Background: an optimization exercise with open tools, aiming at small area, a short achievable clock period and few clock cycles per item. Do not read the settings as production practice.
Only simulation tests tie the RTL to the original design; equivalence was not proved.
No activity file was given, so power comes from the tool's default toggle rates.

==> flow/design.v <==
package cst_pkg;
  localparam int KindW = 6;
  localparam int ErrW  = 3;
  localparam logic [KindW-1:0] K_STAR = 6'd0, K_SLASH = 6'd1, K_MOD = 6'd2, K_XOR = 6'd3,
    K_INVERT = 6'd4, K_SEMI = 6'd5, K_COMMA = 6'd6, K_LBRACE = 6'd7, K_RBRACE = 6'd8,
    K_LPAREN = 6'd9, K_RPAREN = 6'd10, K_LBRACKET = 6'd11, K_RBRACKET = 6'd12,
    K_PLUS = 6'd13, K_INC = 6'd14, K_MINUS = 6'd15, K_DEC = 6'd16, K_OR = 6'd17,
    K_LOR = 6'd18, K_AND = 6'd19, K_LAND = 6'd20, K_ASSIGN = 6'd21, K_EQ = 6'd22,
    K_NOT = 6'd23, K_NEQ = 6'd24, K_LT = 6'd25, K_LE = 6'd26, K_SHL = 6'd27,
    K_GT = 6'd28, K_GE = 6'd29, K_SHR = 6'd30, K_DOT = 6'd31, K_ELLIPSIS = 6'd32,
    K_INTLIT = 6'd33, K_CHARLIT = 6'd34, K_CHAR_OUT = 6'd35, K_IDENT_END = 6'd36,
    K_STRING_END = 6'd37, K_END = 6'd38, K_KW_FIRST = 6'd39;
  localparam logic [ErrW-1:0] E_NONE = 3'd0, E_BAD_CHAR = 3'd1, E_BAD_ESC = 3'd2,
    E_NO_CLOSE = 3'd3, E_EARLY_END = 3'd4;
  typedef struct packed {
    logic [KindW-1:0] kind;
    logic [31:0]      value;
    logic [ErrW-1:0]  err;
    logic [31:0]      line;
    logic             last;
  } result_t;
endpackage
import cst_pkg::*;
module cst_front #(
  parameter int VALUE_BITS      = 32,
  parameter int KEYWORD_MAX_LEN = 6
) (
  input  logic             clk,
  input  logic             rst,
  input  logic             take,
  input  logic [7:0]       in_byte,
  input  logic             end_of_input,
  output logic [1:0]       res_count,
  output cst_pkg::result_t res0,
  output cst_pkg::result_t res1
);
  localparam int LenW = $clog2(KEYWORD_MAX_LEN + 2);
  localparam int IdxW = $clog2(KEYWORD_MAX_LEN);
  typedef enum logic [3:0] {
    M_IDLE, M_OP, M_DOT2, M_INT, M_IDENT, M_CHAR_OPEN, M_CHAR_ESC,
    M_CHAR_CLOSE, M_STR, M_STR_ESC
  } mode_t;
  mode_t                  mode, mode_next;
  logic [7:0]             pending_char, pending_char_next;
  logic [VALUE_BITS-1:0]  int_accum, int_accum_next;
  logic [7:0]             keyword_buffer [KEYWORD_MAX_LEN];
  logic [LenW-1:0]        ident_length, ident_length_next;
  logic [31:0]            line_count, line_count_next;
  logic                   halted, halted_next;
  logic                   kb_we;
  logic [IdxW-1:0]        kb_idx;
  function automatic logic is_digit(input logic [7:0] b);
    is_digit = b >= "0" && b <= "9";
  endfunction
  function automatic logic is_alpha(input logic [7:0] b);
    is_alpha = (b >= "a" && b <= "z") || (b >= "A" && b <= "Z");
  endfunction
  function automatic logic [8:0] esc_val(input logic [7:0] b);
    case (b)
      "a": esc_val = 9'd7;
      "b": esc_val = 9'd8;
      "f": esc_val = 9'd12;
      "n": esc_val = 9'd10;
      "r": esc_val = 9'd13;
      "t": esc_val = 9'd9;
      "v": esc_val = 9'd11;
      8'h5c, 8'h22, 8'h27: esc_val = {1'b1, b};
      default: esc_val = 9'd0;
    endcase
  endfunction
  function automatic logic [KindW-1:0] op_single(input logic [7:0] c);
    case (c)
      "+": op_single = K_PLUS;
      "-": op_single = K_MINUS;
      "|": op_single = K_OR;
      "&": op_single = K_AND;
      "=": op_single = K_ASSIGN;
      "!": op_single = K_NOT;
      "<": op_single = K_LT;
      ">": op_single = K_GT;
      default: op_single = K_DOT;
    endcase
  endfunction
  function automatic logic [KindW:0] op_pair(input logic [7:0] c, input logic [7:0] b);
    if (c == "+" && b == "+") op_pair = {1'b1, K_INC};
    else if (c == "-" && b == "-") op_pair = {1'b1, K_DEC};
    else if (c == "|" && b == "|") op_pair = {1'b1, K_LOR};
    else if (c == "&" && b == "&") op_pair = {1'b1, K_LAND};
    else if (c == "=" && b == "=") op_pair = {1'b1, K_EQ};
    else if (c == "!" && b == "=") op_pair = {1'b1, K_NEQ};
    else if (c == "<" && b == "=") op_pair = {1'b1, K_LE};
    else if (c == "<" && b == "<") op_pair = {1'b1, K_SHL};
    else if (c == ">" && b == "=") op_pair = {1'b1, K_GE};
    else if (c == ">" && b == ">") op_pair = {1'b1, K_SHR};
    else op_pair = '0;
  endfunction
  function automatic logic kw_match(input logic [8*KEYWORD_MAX_LEN-1:0] kb,
                                    input logic [LenW-1:0] len,
                                    input logic [47:0] txt, input int n);
    logic ok;
    ok = (len == LenW'(n)) && (n <= KEYWORD_MAX_LEN);
    for (int i = 0; i < 6; i++)
      if (i < n && i < KEYWORD_MAX_LEN) ok = ok && (kb[8*i +: 8] == txt[47-8*i -: 8]);
    kw_match = ok;
  endfunction
  logic [8*KEYWORD_MAX_LEN-1:0] kb_flat;
  always_comb
    for (int i = 0; i < KEYWORD_MAX_LEN; i++) kb_flat[8*i +: 8] = keyword_buffer[i];
  logic [KindW-1:0] close_kind;
  always_comb begin
    close_kind = K_IDENT_END;
    if      (kw_match(kb_flat, ident_length, {"void", 16'h0}, 4))
      close_kind = K_KW_FIRST;
    else if (kw_match(kb_flat, ident_length, {"int", 24'h0}, 3))
      close_kind = K_KW_FIRST + 6'd1;
    else if (kw_match(kb_flat, ident_length, {"char", 16'h0}, 4))
      close_kind = K_KW_FIRST + 6'd2;
    else if (kw_match(kb_flat, ident_length, {"long", 16'h0}, 4))
      close_kind = K_KW_FIRST + 6'd3;
    else if (kw_match(kb_flat, ident_length, {"if", 32'h0}, 2))
      close_kind = K_KW_FIRST + 6'd4;
    else if (kw_match(kb_flat, ident_length, {"else", 16'h0}, 4))
      close_kind = K_KW_FIRST + 6'd5;
    else if (kw_match(kb_flat, ident_length, {"while", 8'h0}, 5))
      close_kind = K_KW_FIRST + 6'd6;
    else if (kw_match(kb_flat, ident_length, {"for", 24'h0}, 3))
      close_kind = K_KW_FIRST + 6'd7;
    else if (kw_match(kb_flat, ident_length, "return", 6))
      close_kind = K_KW_FIRST + 6'd8;
  end
  logic [VALUE_BITS-1:0] acc_times10;
  assign acc_times10 = (int_accum << 3) + (int_accum << 1);
  logic [1:0]       n;
  logic [KindW-1:0] k0, k1;
  logic [31:0]      v0, v1;
  logic [ErrW-1:0]  e0, e1;
  logic [8:0]       esc;
  logic [KindW:0]   pair;
  logic             tail_idle;
  always_comb begin
    mode_next = mode; pending_char_next = pending_char; int_accum_next = int_accum;
    ident_length_next = ident_length; line_count_next = line_count;
    halted_next = halted; kb_we = 1'b0; kb_idx = '0;
    n = 2'd0; k0 = K_END; k1 = K_END; v0 = '0; v1 = '0; e0 = E_NONE; e1 = E_NONE;
    esc = esc_val(in_byte);
    pair = op_pair(pending_char, in_byte);
    tail_idle = 1'b0;
    if (!halted) begin
      case (mode)
        M_IDLE: tail_idle = 1'b1;
        M_OP: begin
          if (!end_of_input && pending_char == "." && in_byte == ".") begin
            mode_next = M_DOT2;
          end else if (!end_of_input && pair[KindW]) begin
            n = 2'd1; k0 = pair[KindW-1:0]; mode_next = M_IDLE;
          end else begin
            n = 2'd1; k0 = op_single(pending_char); tail_idle = 1'b1;
          end
        end
        M_DOT2: begin
          n = 2'd1;
          if (!end_of_input && in_byte == ".") begin
            k0 = K_ELLIPSIS; mode_next = M_IDLE;
          end else begin
            e0 = E_BAD_CHAR; v0 = end_of_input ? 32'd0 : {24'd0, in_byte};
            halted_next = 1'b1; mode_next = M_IDLE;
          end
        end
        M_INT: begin
          if (!end_of_input && is_digit(in_byte)) begin
            int_accum_next = acc_times10 + VALUE_BITS'(in_byte - 8'd48);
          end else begin
            n = 2'd1; k0 = K_INTLIT; tail_idle = 1'b1;
            v0 = 32'(int_accum);
          end
        end
        M_IDENT: begin
          if (!end_of_input && (is_alpha(in_byte) || is_digit(in_byte) || in_byte == "_"))
          begin
            n = 2'd1; k0 = K_CHAR_OUT; v0 = {24'd0, in_byte};
            if (ident_length < LenW'(KEYWORD_MAX_LEN)) begin
              kb_we = 1'b1; kb_idx = IdxW'(ident_length);
            end
            if (ident_length <= LenW'(KEYWORD_MAX_LEN))
              ident_length_next = ident_length + 1'b1;
          end else begin
            n = 2'd1; k0 = close_kind; tail_idle = 1'b1;
          end
        end
        M_CHAR_OPEN, M_CHAR_ESC, M_CHAR_CLOSE, M_STR, M_STR_ESC: begin
          if (end_of_input) begin
            n = 2'd1; e0 = E_EARLY_END; halted_next = 1'b1; mode_next = M_IDLE;
          end else begin
            case (mode)
              M_CHAR_OPEN: begin
                if (in_byte == 8'h5c) mode_next = M_CHAR_ESC;
                else begin
                  pending_char_next = in_byte; mode_next = M_CHAR_CLOSE;
                end
              end
              M_CHAR_ESC: begin
                if (!esc[8] && esc[7:0] == 8'd0) begin
                  n = 2'd1; e0 = E_BAD_ESC; v0 = {24'd0, in_byte};
                  halted_next = 1'b1; mode_next = M_IDLE;
                end else begin
                  pending_char_next = esc[7:0]; mode_next = M_CHAR_CLOSE;
                end
              end
              M_CHAR_CLOSE: begin
                n = 2'd1; mode_next = M_IDLE;
                if (in_byte == 8'h27) begin
                  k0 = K_CHARLIT; v0 = {24'd0, pending_char};
                end else begin
                  e0 = E_NO_CLOSE; v0 = {24'd0, in_byte}; halted_next = 1'b1;
                end
              end
              M_STR: begin
                if (in_byte == 8'h22) begin
                  n = 2'd1; k0 = K_STRING_END; mode_next = M_IDLE;
                end else if (in_byte == 8'h5c) begin
                  mode_next = M_STR_ESC;
                end else begin
                  n = 2'd1; k0 = K_CHAR_OUT; v0 = {24'd0, in_byte};
                end
              end
              default: begin
                n = 2'd1;
                if (!esc[8] && esc[7:0] == 8'd0) begin
                  e0 = E_BAD_ESC; v0 = {24'd0, in_byte};
                  halted_next = 1'b1; mode_next = M_IDLE;
                end else begin
                  k0 = K_CHAR_OUT; v0 = {24'd0, esc[7:0]}; mode_next = M_STR;
                end
              end
            endcase
          end
        end
        default: mode_next = M_IDLE;
      endcase
      if (tail_idle) begin
        mode_next = M_IDLE;
        if (end_of_input) begin
          n = n + 2'd1; k1 = K_END;
        end else begin
          case (in_byte)
            8'h20, 8'h09, 8'h0b, 8'h0c, 8'h0d: ;
            8'h0a: line_count_next = line_count + 32'd1;
            "*", "/", "%", "^", "~", ";", ",", "{", "}", "(", ")", "[", "]": begin
              n = n + 2'd1;
              case (in_byte)
                "*": k1 = K_STAR;
                "/": k1 = K_SLASH;
                "%": k1 = K_MOD;
                "^": k1 = K_XOR;
                "~": k1 = K_INVERT;
                ";": k1 = K_SEMI;
                ",": k1 = K_COMMA;
                "{": k1 = K_LBRACE;
                "}": k1 = K_RBRACE;
                "(": k1 = K_LPAREN;
                ")": k1 = K_RPAREN;
                "[": k1 = K_LBRACKET;
                default: k1 = K_RBRACKET;
              endcase
            end
            "+", "-", "|", "&", "=", "!", "<", ">", ".": begin
              pending_char_next = in_byte; mode_next = M_OP;
            end
            8'h27: mode_next = M_CHAR_OPEN;
            8'h22: mode_next = M_STR;
            default: begin
              if (is_digit(in_byte)) begin
                int_accum_next = VALUE_BITS'(in_byte - 8'd48); mode_next = M_INT;
              end else if (is_alpha(in_byte) || in_byte == "_") begin
                n = n + 2'd1; k1 = K_CHAR_OUT; v1 = {24'd0, in_byte};
                kb_we = 1'b1; kb_idx = '0; ident_length_next = LenW'(1);
                mode_next = M_IDENT;
              end else begin
                n = n + 2'd1; e1 = E_BAD_CHAR; v1 = {24'd0, in_byte};
                halted_next = 1'b1;
              end
            end
          endcase
        end
        if (n == 2'd1 && !(mode == M_OP || mode == M_INT || mode == M_IDENT)) begin
          k0 = k1; v0 = v1; e0 = e1;
        end
      end
    end
  end
  always_comb begin
    res_count = n;
    res0.kind = k0; res0.value = v0; res0.err = e0; res0.line = line_count;
    res0.last = n == 2'd1;
    res1.kind = k1; res1.value = v1; res1.err = e1; res1.line = line_count;
    res1.last = 1'b1;
  end
  always_ff @(posedge clk) begin
    if (rst) begin
      mode <= M_IDLE; pending_char <= '0; int_accum <= '0; ident_length <= '0;
      line_count <= 32'd1; halted <= 1'b0;
    end else if (take) begin
      mode <= mode_next; pending_char <= pending_char_next;
      int_accum <= int_accum_next; ident_length <= ident_length_next;
      line_count <= line_count_next; halted <= halted_next;
    end
  end
  always_ff @(posedge clk) begin
    if (take && kb_we) keyword_buffer[kb_idx] <= in_byte;
  end
endmodule
import cst_pkg::*;
module cst_queue (
  input  logic             clk,
  input  logic             rst,
  input  logic [1:0]       wr_count,
  input  cst_pkg::result_t wr0,
  input  cst_pkg::result_t wr1,
  output logic             room2,
  output logic             valid,
  input  logic             stall,
  output cst_pkg::result_t rd
);
  logic [KindW+ErrW+64:0] mem [0:3];   
  logic [1:0] wp, rp;
  logic [2:0] cnt;
  logic       pop;
  assign valid = cnt != 3'd0;
  assign pop   = valid && !stall;
  assign room2 = cnt <= 3'd2;
  assign rd    = mem[rp];
  always_ff @(posedge clk) begin
    if (rst) begin
      wp <= '0; rp <= '0; cnt <= '0;
    end else begin
      wp  <= wp + wr_count;
      rp  <= rp + 2'(pop);
      cnt <= cnt + 3'(wr_count) - 3'(pop);
    end
  end
  always_ff @(posedge clk) begin
    if (wr_count != 2'd0) mem[wp] <= wr0;
    if (wr_count == 2'd2) mem[wp + 2'd1] <= wr1;
  end
endmodule
import cst_pkg::*;
module c_subset_tokenizer #(
  parameter int VALUE_BITS      = 32,
  parameter int KEYWORD_MAX_LEN = 6
) (
  input  logic        clk,
  input  logic        rst,
  input  logic        in_valid,
  output logic        in_stall,
  input  logic [7:0]  in_byte,
  input  logic        end_of_input,
  output logic        out_valid,
  input  logic        out_stall,
  output logic [5:0]  token_kind,
  output logic [31:0] token_value,
  output logic [2:0]  error_code,
  output logic [31:0] line_number,
  output logic        last_result
);
  logic       take, room2;
  logic [1:0] cnt, wr_count;
  cst_pkg::result_t r0;
  cst_pkg::result_t r1;
  cst_pkg::result_t rd;
  assign in_stall = !room2;
  assign take     = in_valid && room2;
  assign wr_count = take ? cnt : 2'd0;
  cst_front #(.VALUE_BITS(VALUE_BITS), .KEYWORD_MAX_LEN(KEYWORD_MAX_LEN)) u_front (
    .clk, .rst, .take, .in_byte, .end_of_input,
    .res_count(cnt), .res0(r0), .res1(r1)
  );
  cst_queue u_queue (
    .clk, .rst, .wr_count, .wr0(r0), .wr1(r1), .room2,
    .valid(out_valid), .stall(out_stall), .rd
  );
  assign token_kind  = rd.kind;
  assign token_value = rd.value;
  assign error_code  = rd.err;
  assign line_number = rd.line;
  assign last_result = rd.last;
endmodule
==> flow/run.sh <==
#!/bin/bash
# synth_recipe.tcl (not shown) runs the flow's synth.tcl, then flattens the netlist and writes it again
# the make line also repeats each setting of config.mk as NAME=value (left out here)
make -C /OpenROAD-flow-scripts/flow DESIGN_CONFIG=/design/flow/config.mk WORK_HOME=/design/flow/orfs CLKGATE_MAP_FILE= SYNTH_SCRIPT=/design/flow/synth_recipe.tcl finish
==> flow/config.mk <==
export PLATFORM = sky130hd
export DESIGN_NAME = c_subset_tokenizer
export DESIGN_NICKNAME = c_subset_tokenizer
export VERILOG_FILES = /design/flow/design.v
export SDC_FILE = /design/flow/constraint.sdc
export NUM_CORES = 4
export LEC_CHECK = 0
export CAP_MARGIN = 20
export CORE_MARGIN = 2
export CORE_UTILIZATION = 45
export SLEW_MARGIN = 20
==> flow/constraint.sdc <==
create_clock -name core_clock -period 7.5 [get_ports {clk}]
set_input_delay 1.5000 -clock core_clock [delete_from_list [all_inputs] [get_ports {clk}]]
set_output_delay 1.5000 -clock core_clock [all_outputs]
set_load 0.01 [all_outputs]
==> results.txt <==
area fraction of the dominant cell type after synthesis 29.2%; post-DR wirelength/cell approximately 24 um; total via count in the routed design around 19000; first-pass GRT wire length roughly 110 mm; residual DRC count 0; VDD IR-drop max slightly above 300 uV; area of placed instances 0.0256 sq mm; Post-synth top flop sky130_fd_sc_hd__edfxtp_1; startpoint-to-endpoint class of the critical path input pin to register; number of cells traversed by the worst register-to-register path 19; class of the tightest hold or removal check register to register; die extent in y between 200 and 250 um; buffers inserted during post-CTS setup optimization 0; final standard cell area without fillers around 0.027 sq mm; initial antenna violation count 0; Setup crit end kind register; largest net degree at the start of global routing slightly below 80; post-synthesis xor/xnor area fraction 2.20%; worst setup path startpoint in_byte[4]; CP Data Required Time around 8.0 ns; mux cell area share after synthesis 9.50%; Critical-path top delay cell sky130_fd_sc_hd__a2111oi_0; placeable core region about 0.053 sq mm; total die area ~0.055 sq mm; number of optimization iterations in the first detailed-route pass 7; Max-cap violations 0; Via density between 6 and 7; worst path buffer plus inverter count 3; count of buffers inserted at the top-level ports 88; final cell count without fillers between 3000 and 4000; unrepaired setup endpoints after global routing false; source-to-sink clock delay at the later pin of the worst-skew pair around 0.60 ns; EDFF count, synth ~230; Worst-path clk slew 0.06 ns; clock tree from TritonCTS yes; number of inserted filler cells in the final layout between 4000 and 5000; final WL around 73 mm; final-layout setup total negative slack 0 ns; cell with the most instances after synthesis sky130_fd_sc_hd__edfxtp_1; via count of the first global-routing pass 18500; Top Ports slightly below 90; switching power share of the total 37.8%; cell taking the most area after synthesis sky130_fd_sc_hd__edfxtp_1; Synth Area in Adders 4.98%; Max Root-Sink Buffers 3; critical path launch point type input pin; crit-path max FO 17; Relative slew margins a little under 30%; cell at the root of the clock tree sky130_fd_sc_hd__clkbuf_16; H-Tree Depth 2; Routability Congestion between 0.9 and 1; leak pwr ~9.3 nW; dominant combinational cell family by area after synthesis simple AND/OR/NAND/NOR gates; number of synthesized register bits 431; commonest cells in the synthesized netlist 232 x sky130_fd_sc_hd__edfxtp_1, 199 x sky130_fd_sc_hd__dfxtp_1, 183 x sky130_fd_sc_hd__nand2_1, 152 x sky130_fd_sc_hd__nor2_1, 98 x sky130_fd_sc_hd__a21oi_1; kind of cell adding the most delay to the critical path compound AO/OA/AOI/OAI gates; total routing resource utilization after global routing 26.5%; switching pwr around 3.3 mW; hold buffers post-CTS 0; Final Max Tran Viols 0; area fraction in compound gates after synthesis 14.9%; part of the Yosys area used for sequential elements 45.9%; hold violation total from the final report 0; Post-Syn Nets ~2300; endpoint arrival time on the critical path 6.83 ns; PwrDens between 300 and 400 mW/mm^2; Hold Path Sink u_queue.mem[0][72]$_SDFFE_PP0N_; Hold Crit Depth 2; number of warnings printed during yosys synthesis 2; floorplan row count 84; Initial DRC Count just over 2000; number of routed nets with antenna violations 0; origin of the worst min-delay path u_queue.mem[0][72]$_SDFFE_PP0N_; internal power roughly 5.4 mW; worst setup skew after layout between 0.02 and 0.025 ns; achievable clock frequency between 150 and 200 MHz; RR Startpoint u_front.mode[0]$_SDFFE_PP0P_; worst path cell trace clkdlybuf4s50_1 -> ha_1 -> or3_1 -> inv_1 -> buf_4 -> fa_1 -> ha_1 -> and4_1 -> o2bb2ai_1 -> a211oi_1 -> o21ai_0 -> a2111oi_0 -> nor4b_1 -> o41a_1 -> xnor2_1 -> o41ai_1; Final Hold Slack ~0.46 ns; worst flop-to-flop path endpoint u_queue.cnt[2]$_SDFF_PP0_; part of the power in combinational logic ~40%; CP peak stage delay roughly 0.65 ns; dominant cells by area after synthesis sky130_fd_sc_hd__edfxtp_1 29%, sky130_fd_sc_hd__dfxtp_1 17%, sky130_fd_sc_hd__mux4_2 7.0%; horizontal extent of the die 234 um; mean post-synth cell area approximately 11 sq um; simple-gate share of the synthesized area 18.5%; R2R Setup Slk around 2.7 ns; fraction of final layout cells sized beyond drive strength 1 roughly an eighth; Worst Max-Slew Pin Slew around 1.0 ns; Layout area overhead 13.1%; CTS Buf Count 45; final setup fails 0; final critical path time including I/O delays and setup around 6.3 ns; grt ovf 0; fin nets around 2400; Synth Cell Area 0.0239 sq mm; relative contribution of the clock network to total power roughly a quarter; count of unique library cells instantiated by Yosys between 90 and 100; Clock Sinks between 400 and 500; number of placed instances, taps included ~3000; Final HPWL DP 50.2 mm; Post-Synthesis Cells about 2300; starting density of the core between 40% and 50%; most frequent CP cell sky130_fd_sc_hd__ha_1; run status finished clean; share of the cycle needed by the critical path after routing 84.7%; Async S/R FF share, synth 0%; number of instances resized during post-cts repair 0; share of total power in sequential cells 35.3%
per-layer routing:
metal  vias up  GRT usage, %  share of wire (%)
met2       759          42.6                 47
met1      9449          37.5                 45
li1       8699             -                  -
met3       100          4.12                6.9
met5         -             0                  0
met4         0          6.53                1.9
how the worst max path moves through the flow:
stage                                              end  slack (ns)  cells after the start
floorplan           u_front.int_accum[31]$_SDFFE_PP0P_        0.74                     16
global placement             u_queue.cnt[2]$_SDFF_PP0_        0.62                     20
detailed placement  u_front.int_accum[31]$_SDFFE_PP0P_        0.59                     15
CTS                 u_front.int_accum[31]$_SDFFE_PP0P_        1.19                     15
global route                 u_queue.cnt[2]$_SDFF_PP0_        0.63                     21
finish              u_front.int_accum[31]$_SDFFE_PP0P_        1.15                     16
per-stage QoR:
step	power, mW	utilization, %	setup slack (ns)
after floorplan	5.15	-	0.741
after global placement	6.51	48.7	0.621
after detailed placement	6.51	48.7	0.588
after CTS	8.65	51.3	1.19
after global routing	9.04	51.4	0.630
final	8.62	51.4	1.15
registers in the layout (all words and copies together) (netlist names):
name                    count
u_front.line_count         32
u_queue.cnt                 3
u_front.keyword_buffer     48
u_front.int_accum          32
u_queue.rp                  2
u_front.halted              1
u_queue.wp                  2
u_front.pending_char        8
u_queue.mem               296
u_front.ident_length        3
u_front.mode                4
kinds of logic after synthesis:
logic type                 Yosys count
DFF                                431
and+or+nand+nor                    828
muxes                              134
buffers and inverters              223
adders and majority gates           77
AOI/OAI and AO/OA                  504
xor gates and xnor gates            60
layout by cell type, fill, tap and decap left out, types with 45 or more instances in the layout:
cell type                         netlist  routed
sky130_fd_sc_hd__a21oi_1               98      98
sky130_fd_sc_hd__buf_4                  7      83
sky130_fd_sc_hd__clkbuf_16              0      45
sky130_fd_sc_hd__clkdlybuf4s50_1        0      87
sky130_fd_sc_hd__dfxtp_1              199     197
sky130_fd_sc_hd__edfxtp_1             232     232
sky130_fd_sc_hd__ha_1                  47      47
sky130_fd_sc_hd__inv_1                 58      55
sky130_fd_sc_hd__mux2i_1               59      59
sky130_fd_sc_hd__mux4_2                74      74
sky130_fd_sc_hd__nand2_1              183     183
sky130_fd_sc_hd__nand3_1               58      58
sky130_fd_sc_hd__nor2_1               152     151
sky130_fd_sc_hd__nor2b_1               95      95
sky130_fd_sc_hd__nor4_1                81      79
sky130_fd_sc_hd__o21ai_0               76      76
power groups by stage:
stage               Clock (mW)  Combinational (mW)  Sequential, mW
floorplan                    0                2.16            2.99
global placement             0                3.39            3.12
detailed placement           0                3.38            3.13
CTS                       2.17                3.39            3.08
global route              2.26                3.70            3.08
finish                    2.13                3.45            3.04
cell type report:
class	count	area, sq um	share of cell area [%]
multi-input combinational	1603	12000	44.4
timing repair buffer	175	1590	5.87
inverter	61	231	0.857
tap	688	861	3.19
sequential	431	11000	40.6
clock inverter	18	136	0.505
antenna	1	2.50	0.00926
clock buffer	63	1250	4.64
tightest hold or removal path, stage by stage, from the launching register on:
cell                      delay [ns]
sky130_fd_sc_hd__dfxtp_1        0.31
sky130_fd_sc_hd__nand2_1        0.05
sky130_fd_sc_hd__mux2i_1        0.05
Testbench counts, summed over its fixed seeds: cycles 24,340, bytes 24,324.

## afterwards: timing with drivers on the ports
The results above use ideal ports. As a check the final layout listed here was re-extracted and re-timed, cells and wires unchanged. Step 1 assumes that a clkbuf_16 drives the clock port and a buf_2 every other input. Step 2 moves the port delays by t, midway between the first and last clock arrival at a register: inputs arrive t later, outputs are due t later. That takes back most of the time a late clock gives input paths. Slacks: ideal / step 1 / step 2; pairs: ideal / step 1.
shift t [ns]: 0.647
setup slack, ns: 1.151 / 1.190 / 0.543
hold slack, ns: 0.461 / 0.461 / 0.461
clock arrival spread, ns: 0.031 / 0.030
After both steps this run still meets setup and hold. For this run, drivers alone change the setup slack by +0.039 ns; drivers and shift together by -0.608 ns.
